From an optimization exercise on the open Yosys and OpenROAD flow, aimed at small area, a short achievable clock period and few clock cycles per item; shortcuts taken in it are not production practice.
Function was checked by simulation only, so behaviour that the tests miss may differ from the original.

==> tundra <==
## jacobi_polynomial_eval
module jacobi_polynomial_eval (
	input logic clk,
	input logic arst_n,
	input logic cfg_we,
	input logic [1:0] cfg_addr,
	input logic [31:0] cfg_data,
	input logic s_tvalid,
	output logic s_tready,
	input logic [31:0] s_tdata,
	output logic m_tvalid,
	input logic m_tready,
	output logic [55:0] m_tdata
);
clock: 20.0 ns
lec_check: 0
cap_margin: 40
core_margin: 2
core_utilization: 40
slew_margin: 40
standard.sh (not shown) runs the stock make flow with config.mk's settings and CLKGATE_MAP_FILE= SYNTH_SCRIPT=/design/flow/synth_recipe.tcl, a recipe that flattens the netlist after the stock synthesis.
==> flow/flow/run.sh <==
#!/bin/bash
set -euo pipefail
bash standard.sh SETUP_SLACK_MARGIN=11 finish > flow_standard.log 2>&1
==> xenon: changes against tundra <==
--- a/flow/design.v
+++ b/flow/design.v
@@ -220,21 +220,19 @@
 	logic [5:0] degree_q;
 	logic [21:0] alpha_q, beta_q;
 	logic [31:0] scale_q;
 	logic [31:0] xa_q, xb_q;
 	logic xa_s, xb_s, pb_q;
 	logic [5:0] kp_q, kp_d;
 	logic sata_q, satb_q, satpa_q, satpb_q, sata_p, satb_p;
-	logic [3:0] satp_q;
-	assign sata_p = satpa_q & (|satp_q);
-	assign satb_p = satpb_q & (|satp_q);
+	logic hsat;
 	logic [47:0] val_q;
 	logic ovf_q, mv_q;
 	logic t_s, g0_s, ab_s, den_s, ya_s, yb_s, g1a_s, g1b_s, p2a_s, p2b_s;
-	logic [3:0] t_xp, g1a_xp, g1b_xp, p2a_xp, p2b_xp;
+	logic t_x, g1a_x, g1b_x, p2a_x, p2b_x;
 	logic [62:0] t_m, ya_m, yb_m, g1a_m, g1b_m, p2a_m, p2b_m;
 	logic [51:0] g0_m, den_m;
 	logic [42:0] ab_m;
 	logic [57:0] acc_q;
 	logic dv_busy, dv_done, dv_s, dv_sat, acka, ackb;
 	logic [62:0] dv_m;
 	logic [5:0] nn;
@@ -459,32 +457,57 @@
 		mc = ({65{cs_q[C_15]}} & 65'h8000)
 			| ({65{cs_q[C_29]}} & 65'h2000_0000)
 			| ({65{cs_q[C_31]}} & 65'h8000_0000)
 			| ({65{cs_q[C_ACC]}} & 65'(acc_q));
 	end
 	jpe_qmul u_mul (.a(ma), .b_one(bo_q), .b_two(bt_q), .b_neg(bn_q), .c(mc), .p(mp));
 	logic r_s;
-	logic [3:0] r_sp;
 	logic [62:0] r_m;
 	always_comb begin
 		r_s = m_as ^ m_bs;
 		if (cs_q[C_15])
 			r_m = mp[78:16];
 		else if (cs_q[C_29])
 			r_m = 63'(mp[89:30]);
 		else
 			r_m = mp[62:0];
 	end
 	logic [62:0] t_e, g1a_e, g1b_e, p2a_e, p2b_e;
-	assign r_sp = cs_q[C_ACC] ? {|mp[89:81], |mp[80:75], |mp[74:69], |mp[68:63]} : 4'd0;
-	assign t_e = (|t_xp) ? MAX63 : t_m;
-	assign g1a_e = (|g1a_xp) ? MAX63 : g1a_m;
-	assign g1b_e = (|g1b_xp) ? MAX63 : g1b_m;
-	assign p2a_e = (|p2a_xp) ? MAX63 : p2a_m;
-	assign p2b_e = (|p2b_xp) ? MAX63 : p2b_m;
+	logic [26:0] hi_q;
+	logic hv_q;
+	logic tg_t, tg_g1a, tg_g1b, tg_p2a, tg_p2b;
+	always_ff @(posedge clk) begin
+		hi_q <= mp[89:63];
+		hv_q <= cs_q[C_ACC];
+		tg_t <= (state_q == S_FNAB || state_q == S_FNBB);
+		tg_g1a <= (state_q == S_P1AB);
+		tg_g1b <= (state_q == S_P1BB);
+		tg_p2a <= (state_q == S_P2AB);
+		tg_p2b <= (state_q == S_P2BB);
+	end
+	assign hsat = hv_q & (|hi_q);
+	assign sata_p = satpa_q & hsat;
+	assign satb_p = satpb_q & hsat;
+	assign t_e = (tg_t ? hsat : t_x) ? MAX63 : t_m;
+	assign g1a_e = (tg_g1a ? hsat : g1a_x) ? MAX63 : g1a_m;
+	assign g1b_e = (tg_g1b ? hsat : g1b_x) ? MAX63 : g1b_m;
+	assign p2a_e = (tg_p2a ? hsat : p2a_x) ? MAX63 : p2a_m;
+	assign p2b_e = (tg_p2b ? hsat : p2b_x) ? MAX63 : p2b_m;
+	logic t_we, g1a_we, g1b_we, p2a_we, p2b_we;
+	always_comb begin
+		case (state_q)
+			S_FA1, S_FA2, S_FB1, S_FB2, S_FB3, S_M3A, S_INA, S_SW1, S_M3B, S_INB,
+			S_SW2, S_FNAB, S_FNBB: t_we = 1'b1;
+			default: t_we = 1'b0;
+		endcase
+		g1a_we = (state_q == S_INA || state_q == S_G1A || state_q == S_P1AB);
+		g1b_we = (state_q == S_INB || state_q == S_G1B || state_q == S_P1BB);
+		p2a_we = (state_q == S_P2AB || state_q == S_M3B);
+		p2b_we = (state_q == S_P2BB || (state_q == S_M3A && kp_q >= 6'd3));
+	end
 	logic ax_s, ay_s, z_s, z_sat;
 	logic [62:0] ax_m, ay_m, z_m;
 	logic [63:0] zsum;
 	always_comb begin
 		case (state_q)
 			S_FB1, S_FB3: begin ax_m = 63'({ap1_m, 16'd0}); ax_s = ap1[24]; end
 			S_M3A: begin ax_m = g1b_e; ax_s = g1b_s; end
@@ -599,15 +622,14 @@
 			ab_s <= r_s;
 		end
 		case (state_q)
 			S_FA1, S_FA2, S_FB1, S_FB2, S_FB3, S_M3A, S_INA, S_SW1, S_M3B, S_INB,
 			S_SW2, S_FNAB, S_FNBB: begin
 				t_m <= r_m;
 				t_s <= r_s;
-				t_xp <= r_sp;
 			end
 			default: ;
 		endcase
 		if (state_q == S_FB1) begin
 			ya_m <= (nn == 6'd0) ? 63'h1_0000_0000 : z_m;
 			ya_s <= (nn == 6'd0) ? 1'b0 : z_s;
 		end
@@ -620,51 +642,56 @@
 			ya_s <= dv_s;
 		end
 		if (ackb) begin
 			yb_m <= dv_m;
 			yb_s <= dv_s;
 		end
 		case (state_q)
-			S_INA: begin g1a_m <= z_m; g1a_s <= z_s; g1a_xp <= 4'd0; end
-			S_G1A, S_P1AB: begin g1a_m <= r_m; g1a_s <= r_s; g1a_xp <= r_sp; end
+			S_INA: begin g1a_m <= z_m; g1a_s <= z_s; end
+			S_G1A, S_P1AB: begin g1a_m <= r_m; g1a_s <= r_s; end
 			default: ;
 		endcase
 		case (state_q)
-			S_INB: begin g1b_m <= z_m; g1b_s <= z_s; g1b_xp <= 4'd0; end
-			S_G1B, S_P1BB: begin g1b_m <= r_m; g1b_s <= r_s; g1b_xp <= r_sp; end
+			S_INB: begin g1b_m <= z_m; g1b_s <= z_s; end
+			S_G1B, S_P1BB: begin g1b_m <= r_m; g1b_s <= r_s; end
 			default: ;
 		endcase
 		if (state_q == S_P2AB) begin
 			p2a_m <= r_m;
 			p2a_s <= r_s;
-			p2a_xp <= r_sp;
 		end else if (state_q == S_M3B) begin
 			p2a_m <= z_m;
 			p2a_s <= z_s;
-			p2a_xp <= 4'd0;
 		end
 		if (state_q == S_P2BB) begin
 			p2b_m <= r_m;
 			p2b_s <= r_s;
-			p2b_xp <= r_sp;
 		end else if (state_q == S_M3A && kp_q >= 6'd3) begin
 			p2b_m <= z_m;
 			p2b_s <= z_s;
-			p2b_xp <= 4'd0;
 		end
 		if (state_q == S_DEN) begin
 			den_m <= r_m[51:0];
 			den_s <= r_s;
 		end
 		if (state_q == S_M5) begin
 			g0_m <= r_m[51:0];
 			g0_s <= r_s;
 		end
 		acc_q <= mp[89:32];
-		satp_q <= r_sp;
+		if (tg_t) t_x <= hsat;
+		else if (t_we) t_x <= 1'b0;
+		if (tg_g1a) g1a_x <= hsat;
+		else if (g1a_we) g1a_x <= 1'b0;
+		if (tg_g1b) g1b_x <= hsat;
+		else if (g1b_we) g1b_x <= 1'b0;
+		if (tg_p2a) p2a_x <= hsat;
+		else if (p2a_we) p2a_x <= 1'b0;
+		if (tg_p2b) p2b_x <= hsat;
+		else if (p2b_we) p2b_x <= 1'b0;
 		satpa_q <= (state_q == S_P2AB || state_q == S_P1AB || state_q == S_FNAB);
 		satpb_q <= (state_q == S_P2BB || state_q == S_P1BB || state_q == S_FNBB);
 		if (state_q == S_IDLE)
 			sata_q <= 1'b0;
 		else
 			sata_q <= sata_q | sata_p | (state_q == S_M3B && z_sat) | (acka && dv_sat);
 		if (state_q == S_IDLE)
==> yarrow: changes against tundra <==
--- a/flow/design.v
+++ b/flow/design.v
@@ -103,26 +103,26 @@
 );
 	logic busy_q, big_q, neg_q, zero_q, pn_q, dens_q;
 	logic [6:0] p_q, p_d;
 	logic [51:0] rem_q, den_q;
 	logic [53:0] den3_q;
 	logic [63:0] nq_q;
 	logic fin;
-	logic sk64, sk48, sk32, sk16;
+	logic sk64, sk60, sk56, sk48;
 	logic [51:0] rem_c [3];
 	logic [1:0] q0, q1;
 	logic [51:0] dn;
 	logic [63:0] n64;
 	assign dn = ld ? d_m : den_q;
 	assign n64 = {1'b0, n_m};
 	always_comb begin
 		sk64 = (n64[63:52] == '0) && (n64[51:0] < dn);
+		sk60 = (n64[63:56] == '0) && (n64[55:4] < dn);
+		sk56 = (n64[63:60] == '0) && (n64[59:8] < dn);
 		sk48 = ({4'd0, n64[63:16]} < dn);
-		sk32 = ({20'd0, n64[63:32]} < dn);
-		sk16 = ({36'd0, n64[63:48]} < dn);
 	end
 	assign rem_c[0] = rem_q;
 	jpe_div_cell u_c0 (
 		.den(den_q), .den3(den3_q), .nb(nq_q[63:62] & {2{pn_q}}),
 		.rem_in(rem_c[0]), .rem_out(rem_c[1]), .q(q0)
 	);
 	jpe_div_cell u_c1 (
@@ -157,26 +157,26 @@
 		if (start) begin
 			pn_q <= !sk64;
 			big_q <= 1'b0;
 			if (sk64) begin
 				p_q <= 7'd64;
 				rem_q <= n64[51:0];
 				nq_q <= '0;
+			end else if (sk60) begin
+				p_q <= 7'd60;
+				rem_q <= n64[55:4];
+				nq_q <= {n64[3:0], 60'd0};
+			end else if (sk56) begin
+				p_q <= 7'd56;
+				rem_q <= n64[59:8];
+				nq_q <= {n64[7:0], 56'd0};
 			end else if (sk48) begin
 				p_q <= 7'd48;
 				rem_q <= 52'(n64[63:16]);
 				nq_q <= {n64[15:0], 48'd0};
-			end else if (sk32) begin
-				p_q <= 7'd32;
-				rem_q <= 52'(n64[63:32]);
-				nq_q <= {n64[31:0], 32'd0};
-			end else if (sk16) begin
-				p_q <= 7'd16;
-				rem_q <= 52'(n64[63:48]);
-				nq_q <= {n64[47:0], 16'd0};
 			end else begin
 				p_q <= '0;
 				rem_q <= '0;
 				nq_q <= n64;
 			end
 			if (ld) begin
 				den_q <= d_m;
@@ -220,21 +220,19 @@
 	logic [5:0] degree_q;
 	logic [21:0] alpha_q, beta_q;
 	logic [31:0] scale_q;
 	logic [31:0] xa_q, xb_q;
 	logic xa_s, xb_s, pb_q;
 	logic [5:0] kp_q, kp_d;
 	logic sata_q, satb_q, satpa_q, satpb_q, sata_p, satb_p;
-	logic [3:0] satp_q;
-	assign sata_p = satpa_q & (|satp_q);
-	assign satb_p = satpb_q & (|satp_q);
+	logic hsat;
 	logic [47:0] val_q;
 	logic ovf_q, mv_q;
 	logic t_s, g0_s, ab_s, den_s, ya_s, yb_s, g1a_s, g1b_s, p2a_s, p2b_s;
-	logic [3:0] t_xp, g1a_xp, g1b_xp, p2a_xp, p2b_xp;
+	logic t_x, g1a_x, g1b_x, p2a_x, p2b_x;
 	logic [62:0] t_m, ya_m, yb_m, g1a_m, g1b_m, p2a_m, p2b_m;
 	logic [51:0] g0_m, den_m;
 	logic [42:0] ab_m;
 	logic [57:0] acc_q;
 	logic dv_busy, dv_done, dv_s, dv_sat, acka, ackb;
 	logic [62:0] dv_m;
 	logic [5:0] nn;
@@ -266,15 +264,15 @@
 			S_P2AB: next_state = S_SW1;
 			S_SW1: if (g1) next_state = (kp <= n) ? S_P1AA : S_FNAA;
 			S_P1AA: next_state = S_P1AB;
 			S_P1AB: next_state = S_M3B;
 			S_M3B: next_state = S_INB;
 			S_INB: next_state = S_G1B;
 			S_G1B: next_state = S_DEN;
-			S_DEN: next_state = S_P2BA;
+			S_DEN: next_state = (kp == 6'd2) ? S_SW2 : S_P2BA;
 			S_P2BA: next_state = S_P2BB;
 			S_P2BB: next_state = S_SW2;
 			S_SW2: if (g2) next_state = (kp > n) ? S_FNBA : S_P1BA;
 			S_FNAA: next_state = S_FNAB;
 			S_FNAB: next_state = S_OUTA;
 			S_OUTA: if (of) next_state = pb ? S_SW2 : S_IDLE;
 			S_FNBA: next_state = S_FNBB;
@@ -459,32 +457,58 @@
 		mc = ({65{cs_q[C_15]}} & 65'h8000)
 			| ({65{cs_q[C_29]}} & 65'h2000_0000)
 			| ({65{cs_q[C_31]}} & 65'h8000_0000)
 			| ({65{cs_q[C_ACC]}} & 65'(acc_q));
 	end
 	jpe_qmul u_mul (.a(ma), .b_one(bo_q), .b_two(bt_q), .b_neg(bn_q), .c(mc), .p(mp));
 	logic r_s;
-	logic [3:0] r_sp;
 	logic [62:0] r_m;
 	always_comb begin
 		r_s = m_as ^ m_bs;
 		if (cs_q[C_15])
 			r_m = mp[78:16];
 		else if (cs_q[C_29])
 			r_m = 63'(mp[89:30]);
 		else
 			r_m = mp[62:0];
 	end
 	logic [62:0] t_e, g1a_e, g1b_e, p2a_e, p2b_e;
-	assign r_sp = cs_q[C_ACC] ? {|mp[89:81], |mp[80:75], |mp[74:69], |mp[68:63]} : 4'd0;
-	assign t_e = (|t_xp) ? MAX63 : t_m;
-	assign g1a_e = (|g1a_xp) ? MAX63 : g1a_m;
-	assign g1b_e = (|g1b_xp) ? MAX63 : g1b_m;
-	assign p2a_e = (|p2a_xp) ? MAX63 : p2a_m;
-	assign p2b_e = (|p2b_xp) ? MAX63 : p2b_m;
+	logic [26:0] hi_q;
+	logic hv_q;
+	logic tg_t, tg_g1a, tg_g1b, tg_p2a, tg_p2b;
+	always_ff @(posedge clk) begin
+		hi_q <= mp[89:63];
+		hv_q <= cs_q[C_ACC];
+		tg_t <= (state_q == S_FNAB || state_q == S_FNBB);
+		tg_g1a <= (state_q == S_P1AB);
+		tg_g1b <= (state_q == S_P1BB);
+		tg_p2a <= (state_q == S_P2AB);
+		tg_p2b <= (state_q == S_P2BB);
+	end
+	assign hsat = hv_q & (|hi_q);
+	assign sata_p = satpa_q & hsat;
+	assign satb_p = satpb_q & hsat;
+	assign t_e = (tg_t ? hsat : t_x) ? MAX63 : t_m;
+	assign g1a_e = (tg_g1a ? hsat : g1a_x) ? MAX63 : g1a_m;
+	assign g1b_e = (tg_g1b ? hsat : g1b_x) ? MAX63 : g1b_m;
+	assign p2a_e = (tg_p2a ? hsat : p2a_x) ? MAX63 : p2a_m;
+	assign p2b_e = (tg_p2b ? hsat : p2b_x) ? MAX63 : p2b_m;
+	logic t_we, g1a_we, g1b_we, p2a_we, p2b_we;
+	always_comb begin
+		case (state_q)
+			S_FA1, S_FA2, S_FB1, S_FB2, S_FB3, S_M3A, S_INA, S_SW1, S_M3B, S_INB,
+			S_SW2, S_FNAB, S_FNBB: t_we = 1'b1;
+			default: t_we = 1'b0;
+		endcase
+		g1a_we = (state_q == S_INA || state_q == S_G1A || state_q == S_P1AB);
+		g1b_we = (state_q == S_INB || state_q == S_G1B || state_q == S_P1BB);
+		p2a_we = (state_q == S_P2AB || state_q == S_M3B);
+		p2b_we = (state_q == S_P2BB || (state_q == S_M3A && kp_q >= 6'd3)
+			|| (state_q == S_M3B && kp_q == 6'd2));
+	end
 	logic ax_s, ay_s, z_s, z_sat;
 	logic [62:0] ax_m, ay_m, z_m;
 	logic [63:0] zsum;
 	always_comb begin
 		case (state_q)
 			S_FB1, S_FB3: begin ax_m = 63'({ap1_m, 16'd0}); ax_s = ap1[24]; end
 			S_M3A: begin ax_m = g1b_e; ax_s = g1b_s; end
@@ -599,15 +623,14 @@
 			ab_s <= r_s;
 		end
 		case (state_q)
 			S_FA1, S_FA2, S_FB1, S_FB2, S_FB3, S_M3A, S_INA, S_SW1, S_M3B, S_INB,
 			S_SW2, S_FNAB, S_FNBB: begin
 				t_m <= r_m;
 				t_s <= r_s;
-				t_xp <= r_sp;
 			end
 			default: ;
 		endcase
 		if (state_q == S_FB1) begin
 			ya_m <= (nn == 6'd0) ? 63'h1_0000_0000 : z_m;
 			ya_s <= (nn == 6'd0) ? 1'b0 : z_s;
 		end
@@ -620,51 +643,59 @@
 			ya_s <= dv_s;
 		end
 		if (ackb) begin
 			yb_m <= dv_m;
 			yb_s <= dv_s;
 		end
 		case (state_q)
-			S_INA: begin g1a_m <= z_m; g1a_s <= z_s; g1a_xp <= 4'd0; end
-			S_G1A, S_P1AB: begin g1a_m <= r_m; g1a_s <= r_s; g1a_xp <= r_sp; end
+			S_INA: begin g1a_m <= z_m; g1a_s <= z_s; end
+			S_G1A, S_P1AB: begin g1a_m <= r_m; g1a_s <= r_s; end
 			default: ;
 		endcase
 		case (state_q)
-			S_INB: begin g1b_m <= z_m; g1b_s <= z_s; g1b_xp <= 4'd0; end
-			S_G1B, S_P1BB: begin g1b_m <= r_m; g1b_s <= r_s; g1b_xp <= r_sp; end
+			S_INB: begin g1b_m <= z_m; g1b_s <= z_s; end
+			S_G1B, S_P1BB: begin g1b_m <= r_m; g1b_s <= r_s; end
 			default: ;
 		endcase
 		if (state_q == S_P2AB) begin
 			p2a_m <= r_m;
 			p2a_s <= r_s;
-			p2a_xp <= r_sp;
 		end else if (state_q == S_M3B) begin
 			p2a_m <= z_m;
 			p2a_s <= z_s;
-			p2a_xp <= 4'd0;
 		end
 		if (state_q == S_P2BB) begin
 			p2b_m <= r_m;
 			p2b_s <= r_s;
-			p2b_xp <= r_sp;
+		end else if (state_q == S_M3B && kp_q == 6'd2) begin
+			p2b_m <= p2a_m;
+			p2b_s <= p2a_s;
 		end else if (state_q == S_M3A && kp_q >= 6'd3) begin
 			p2b_m <= z_m;
 			p2b_s <= z_s;
-			p2b_xp <= 4'd0;
 		end
 		if (state_q == S_DEN) begin
 			den_m <= r_m[51:0];
 			den_s <= r_s;
 		end
 		if (state_q == S_M5) begin
 			g0_m <= r_m[51:0];
 			g0_s <= r_s;
 		end
 		acc_q <= mp[89:32];
-		satp_q <= r_sp;
+		if (tg_t) t_x <= hsat;
+		else if (t_we) t_x <= 1'b0;
+		if (tg_g1a) g1a_x <= hsat;
+		else if (g1a_we) g1a_x <= 1'b0;
+		if (tg_g1b) g1b_x <= hsat;
+		else if (g1b_we) g1b_x <= 1'b0;
+		if (tg_p2a) p2a_x <= hsat;
+		else if (p2a_we) p2a_x <= 1'b0;
+		if (tg_p2b) p2b_x <= hsat;
+		else if (p2b_we) p2b_x <= 1'b0;
 		satpa_q <= (state_q == S_P2AB || state_q == S_P1AB || state_q == S_FNAB);
 		satpb_q <= (state_q == S_P2BB || state_q == S_P1BB || state_q == S_FNBB);
 		if (state_q == S_IDLE)
 			sata_q <= 1'b0;
 		else
 			sata_q <= sata_q | sata_p | (state_q == S_M3B && z_sat) | (acka && dv_sat);
 		if (state_q == S_IDLE)
==> impl_metrics.yaml <==
final_layout:
  area_growth_pct: 15.6
  n_all_inverters: 1392
clock_network:
  insertion_delay_ns: 0.92
route:
  vias: 143409
  route.met3.wl_mm: 114
  wire_per_inst_um: 33.3
status:
  status: "no timing/DRC/antenna violations"
The numbers above come from tundra.

==> impl_metrics.yaml <==
status:
  status: "no timing/DRC/antenna violations"
clock_network:
  post_cts_resized: 405
route:
  vias: 141918
  final_antenna_net_count: 0
  wire_per_inst_um: 33.5
  route.met3.wl_mm: 95.7
final_layout:
  area_growth_pct: 13.5
  layout_commonest_cell: "inv_1"
  n_all_inverters: 1411
worst_setup_path:
  slowest_stage: "edfxtp_1"
The numbers above come from xenon.

==> impl_metrics.yaml <==
route:
  route.met3.wl_mm: 101
  vias: 145875
floorplan:
  die_h_um: 614
final_layout:
  n_all_inverters: 1443
clock_network:
  insertion_delay_ns: 0.91
status:
  status: "no timing/DRC/antenna violations"
The numbers above come from yarrow.

Testbench counts of tundra, summed over its fixed seeds: cycles 51,072, items 576.
Testbench counts of xenon, summed over its fixed seeds: cycles 51,072, items 576.
Testbench counts of yarrow, summed over its fixed seeds: cycles 47,602, items 576.

what the ideal ports hide:
Ports are ideal in the flow. The routed layouts listed here were re-timed in OpenROAD. Step 1 sets driving cells, clkbuf_16 on the clock port and buf_2 on the other inputs (assumed; they add their load-dependent delay and slew). Step 2 moves the port delays by t, midway between the first and last clock arrival at a register: inputs arrive t later, outputs are due t later. That takes back most of the time a late clock gives input paths. Slacks: no drivers / after step 1 / after step 2; pairs: no drivers / after step 1.
run	t (ns)	setup slack, ns	worst hold slack (ns)	worst setup path at the end	cell pins on the clock port's net
tundra	0.958	10.484 / 10.484 / 10.484	0.466 / 0.466 / 0.466	register to register	1
xenon	0.977	10.604 / 10.604 / 10.604	0.470 / 0.470 / 0.470	register to register	1
yarrow	0.960	10.272 / 10.272 / 10.272	0.460 / 0.460 / 0.460	register to register	1
After both steps every run listed still meets setup and hold.
